This design comes from an exercise in tuning for small area on the open sky130 flow, not from production work.
The RTL was checked by simulation tests, not by an equivalence proof against the original design.
Power figures rest on the tool's default switching activity, not on a simulated workload.

Setup of v6:
// aes_key_sched_ctrl
module aes_key_sched_ctrl (
    input  logic         CLK,
    input  logic         RST,
    input  logic         key_valid,
    input  logic [127:0] key_in,
    output logic         key_ready,
    output logic         kx_start,
    output logic [127:0] kx_key_out,
    input  logic [127:0] kx_rk_in,
    input  logic [1:0]   kx_state_in,
    input  logic         rk_rd_en,
    input  logic [3:0]   rk_rd_idx,
    input  logic         rk_dec,
    output logic [127:0] rk_rd_data,
    output logic         rk_rd_valid,
    output logic         rk_rd_err,
    output logic         keys_valid,
    output logic         busy,
    output logic         kx_err
);
Size in the first run: about 2700 cells after synthesis, ~530 I/O pins.
clock: 5.0 ns
lec_check: 0
cap_margin: 20
core_margin: 2
core_utilization: 66
slew_margin: 20
synth_hierarchical: 1
standard.sh (not shown) runs the stock make flow with config.mk's settings and CLKGATE_MAP_FILE= SYNTH_SCRIPT=/design/flow/synth_recipe.tcl, a recipe that flattens the netlist after the stock synthesis.
==> flow/flow/run.sh <==
#!/bin/bash
# Layout flow: the standard ORFS flow (standard synthesis unchanged) with two changes:
#  - the input and output port buffers are sky130_fd_sc_hd__buf_1, the smallest buffer,
#    instead of the cell buffer_ports picks by default;
#  - clock tree synthesis uses clkbuf_8 buffers, sink clusters of up to 18 flip-flops within
#    60 um, and no dummy loads.
# make's full output goes to flow_make.log here; ORFS keeps each step's log under orfs/logs/.
set -euo pipefail
CTS="-sink_clustering_enable -repair_clock_nets -dont_use_dummy_load"
CTS="$CTS -buf_list {sky130_fd_sc_hd__clkbuf_8} -sink_clustering_size 18 -sink_clustering_max_diameter 60"
bash standard.sh \
  "BUFFER_PORTS_ARGS=-buffer_cell sky130_fd_sc_hd__buf_1" \
  "CTS_ARGS=$CTS" \
  finish > flow_make.log 2>&1
diff inputs: v6 => v7
- CORE_UTILIZATION: 66 -> 60
Notes after the runs:
Setup slack delta for v7 relative to v6: 0.035 ns higher
Per the comparison of v7 with v6, initial antenna violation count fell by 3; wire length of the first global-routing pass rose by 1.4%.
Combinational power delta (v7 -> v6): insignificant
Summary: die area, v7 worse than v6

---

Setup of run 1:
The RTL this note starts from:
==> flow/design.v <==
module aes_key_sched_ctrl (
    input  logic         CLK,
    input  logic         RST,
    input  logic         key_valid,
    input  logic [127:0] key_in,
    output logic         key_ready,
    output logic         kx_start,
    output logic [127:0] kx_key_out,
    input  logic [127:0] kx_rk_in,
    input  logic [1:0]   kx_state_in,
    input  logic         rk_rd_en,
    input  logic [3:0]   rk_rd_idx,
    input  logic         rk_dec,
    output logic [127:0] rk_rd_data,
    output logic         rk_rd_valid,
    output logic         rk_rd_err,
    output logic         keys_valid,
    output logic         busy,
    output logic         kx_err
);
    logic         launch_q, wait_q, cap_q, kv_q, err_q;
    logic [3:0]   cnt_q;
    logic [127:0] key_q;
    logic [127:0] ring_q [11];
    logic [127:0] rd_data_q;
    logic         rd_valid_q, rd_err_q;
    logic         active, accept, wr, cnt_wrap;
    logic [3:0]   cnt_inc;
    assign active   = (kx_state_in != 2'd0);
    assign accept   = key_valid & ~(launch_q | wait_q | cap_q);
    assign wr       = active & (wait_q | cap_q);
    assign cnt_wrap = (cnt_q == 4'd10);
    assign cnt_inc  = cnt_wrap ? 4'd0 : cnt_q + 4'd1;
    always_ff @(posedge CLK or negedge RST) begin
        if (!RST) begin
            launch_q <= 1'b0;
            wait_q   <= 1'b0;
            cap_q    <= 1'b0;
            kv_q     <= 1'b0;
            err_q    <= 1'b0;
            cnt_q    <= 4'd0;
        end else begin
            launch_q <= accept;
            if (accept) begin
                kv_q  <= 1'b0;
                err_q <= 1'b0;
            end
            if (launch_q) begin
                wait_q <= 1'b1;
                cnt_q  <= 4'd0;
            end
            if (wait_q) begin
                if (active) begin
                    wait_q <= 1'b0;
                    cap_q  <= 1'b1;
                    cnt_q  <= 4'd1;
                end else begin
                    cnt_q <= cnt_inc;
                    if (cnt_q == 4'd3) begin
                        wait_q <= 1'b0;
                        err_q  <= 1'b1;
                    end
                end
            end
            if (cap_q) begin
                if (active) begin
                    cnt_q <= cnt_inc;
                    if (cnt_wrap) begin
                        cap_q <= 1'b0;
                        kv_q  <= 1'b1;
                    end
                end else begin
                    cap_q <= 1'b0;
                    err_q <= 1'b1;
                end
            end
            if (kv_q) begin
                cnt_q <= cnt_inc;
            end
        end
    end
    always_ff @(posedge CLK) begin
        ring_q[0] <= wr ? kx_rk_in : ring_q[10];
        for (int i = 1; i < 11; i++) begin
            ring_q[i] <= ring_q[i-1];
        end
    end
    always_ff @(posedge CLK or negedge RST) begin
        if (!RST) begin
            key_q <= '0;
        end else if (accept) begin
            key_q <= key_in;
        end
    end
    logic       rd_ok;
    logic [3:0] off;
    logic [4:0] sum;
    logic [3:0] pos;
    logic [10:0] sel;
    logic [127:0] rd_mux;
    assign rd_ok = kv_q & (rk_rd_idx <= 4'd10);
    assign off   = rk_dec ? rk_rd_idx : (4'd10 - rk_rd_idx);
    assign sum   = {1'b0, cnt_q} + {1'b0, off};
    assign pos   = (sum >= 5'd11) ? 4'(sum - 5'd11) : sum[3:0];
    always_comb begin
        for (int i = 0; i < 11; i++) begin
            sel[i] = rk_rd_en & rd_ok & (pos == 4'(i));
        end
    end
    for (genvar b = 0; b < 128; b++) begin : g_mux
        rk_mux_bit u_mux (
            .d   ({rd_data_q[b], ring_q[10][b], ring_q[9][b], ring_q[8][b], ring_q[7][b],
                   ring_q[6][b], ring_q[5][b], ring_q[4][b], ring_q[3][b], ring_q[2][b],
                   ring_q[1][b], ring_q[0][b]}),
            .s   ({~rk_rd_en, sel}),
            .y   (rd_mux[b])
        );
    end
    always_ff @(posedge CLK or negedge RST) begin
        if (!RST) begin
            rd_data_q  <= '0;
            rd_valid_q <= 1'b0;
            rd_err_q   <= 1'b0;
        end else begin
            rd_valid_q <= rk_rd_en & rd_ok;
            rd_err_q   <= rk_rd_en & ~rd_ok;
            rd_data_q  <= rd_mux;
        end
    end
    assign key_ready   = ~(launch_q | wait_q | cap_q);
    assign busy        = launch_q | wait_q | cap_q;
    assign kx_start    = launch_q;
    assign kx_key_out  = key_q;
    assign keys_valid  = kv_q;
    assign kx_err      = err_q;
    assign rk_rd_data  = rd_data_q;
    assign rk_rd_valid = rd_valid_q;
    assign rk_rd_err   = rd_err_q;
endmodule
module rk_mux_bit (
    input  logic [11:0] d,
    input  logic [11:0] s,
    output logic        y
);
    logic [3:0] g_n;
    for (genvar g = 0; g < 4; g++) begin : g_grp
        rk_aoi3 u_aoi (.d(d[3*g +: 3]), .s(s[3*g +: 3]), .y_n(g_n[g]));
    end
    assign y = ~&g_n;
endmodule
module rk_aoi3 (
    input  logic [2:0] d,
    input  logic [2:0] s,
    output logic       y_n
);
    assign y_n = ~|(d & s);
endmodule
export LEC_CHECK = 0
export CAP_MARGIN = 20
export CORE_MARGIN = 2
export CORE_UTILIZATION = 60
export SLEW_MARGIN = 20
export SYNTH_HIERARCHICAL = 1
create_clock -name core_clock -period 5.0 [get_ports {CLK}]
==> flow/flow/run.sh <==
#!/bin/bash
# Layout flow: the standard ORFS flow (standard synthesis unchanged) with two changes:
#  - the input and output port buffers are sky130_fd_sc_hd__buf_1, the smallest buffer,
#    instead of the cell buffer_ports picks by default;
#  - clock tree synthesis uses small clock buffers and no dummy loads.
# make's full output goes to flow_make.log here; ORFS keeps each step's log under orfs/logs/.
set -euo pipefail
CTS="-sink_clustering_enable -repair_clock_nets -dont_use_dummy_load"
CTS="$CTS -buf_list {sky130_fd_sc_hd__clkbuf_4 sky130_fd_sc_hd__clkbuf_8}"
bash standard.sh \
  "BUFFER_PORTS_ARGS=-buffer_cell sky130_fd_sc_hd__buf_1" \
  "CTS_ARGS=$CTS" \
  finish > flow_make.log 2>&1
## Diff of input files: run 2 against run 1
==> flow/flow/run.sh <==
#!/bin/bash
# Layout flow: the standard ORFS flow (standard synthesis unchanged) with two changes:
#  - the input and output port buffers are sky130_fd_sc_hd__buf_1, the smallest buffer,
#    instead of the cell buffer_ports picks by default;
#  - clock tree synthesis uses clkbuf_8 buffers, sink clusters of up to 16 flip-flops within
#    100 um, and no dummy loads.
# make's full output goes to flow_make.log here; ORFS keeps each step's log under orfs/logs/.
set -euo pipefail
CTS="-sink_clustering_enable -repair_clock_nets -dont_use_dummy_load"
CTS="$CTS -buf_list {sky130_fd_sc_hd__clkbuf_8} -sink_clustering_size 16 -sink_clustering_max_diameter 100"
bash standard.sh \
  "BUFFER_PORTS_ARGS=-buffer_cell sky130_fd_sc_hd__buf_1" \
  "CTS_ARGS=$CTS" \
  finish > flow_make.log 2>&1
--- outcome ---
- Cell-internal power (higher): run 1
- [run 2] clock period minus worst slack rose 0.073 ns relative to run 1
- Compared with run 1, in run 2 clock tree cell share of total cell area moved down, via count moved down, cell area moved down, static leakage power moved down, synthesized net count level.
Changes in run 3 relative to run 2:
==> flow/flow/run.sh <==
#!/bin/bash
# Layout flow: the standard ORFS flow (standard synthesis unchanged) with two changes:
#  - the input and output port buffers are sky130_fd_sc_hd__buf_1, the smallest buffer,
#    instead of the cell buffer_ports picks by default;
#  - clock tree synthesis uses clkbuf_8 buffers, sink clusters of up to 18 flip-flops within
#    60 um, and no dummy loads.
# make's full output goes to flow_make.log here; ORFS keeps each step's log under orfs/logs/.
set -euo pipefail
CTS="-sink_clustering_enable -repair_clock_nets -dont_use_dummy_load"
CTS="$CTS -buf_list {sky130_fd_sc_hd__clkbuf_8} -sink_clustering_size 18 -sink_clustering_max_diameter 60"
bash standard.sh \
  "BUFFER_PORTS_ARGS=-buffer_cell sky130_fd_sc_hd__buf_1" \
  "CTS_ARGS=$CTS" \
  finish > flow_make.log 2>&1
### Flow results
- Going from run 2 to run 3, fraction of met3 tracks used by global routing shrinks by 0.30 points.
- [compare] base=run 2 new=run 3: first-pass GRT wire length did not really move; multi-input combinational area share held steady; total non-filler cell area in the finished layout comparable; layout clock buffer count shrank by 8.8%.

[re-timing with driven ports]
Ports are ideal in the flow. The routed layouts listed here were re-timed in OpenROAD. Step 1: set_driving_cell puts a clkbuf_16 on CLK and a buf_2 on each other input, an assumption about the parent block. Step 2 adds t to the input delays and takes it off the output delays; t is the mean of the earliest and latest rising clock arrival at the registers after step 1. Input paths then give back, and output paths get back, about the clock's delay inside the block. a / b / c = no drivers / after step 1 / after step 2; a / b = the first two.
run | t (ns) | setup slack, ns | worst setup path after step 2
v6 | 0.783 | 1.119 / 1.088 / 0.305 | input to register
v7 | 0.784 | 1.154 / 1.136 / 0.352 | input to register
run 1 | 0.880 | 0.942 / 0.887 / 0.007 | input to register
run 2 | 0.788 | 0.868 / 0.817 / 0.029 | input to register
run 3 | 0.772 | 0.835 / 0.783 / 0.011 | input to register
After both steps every run listed still meets setup and hold. The setup slack of run 1, which loses most, moves by -0.055 ns with the drivers and by -0.935 ns with both steps.
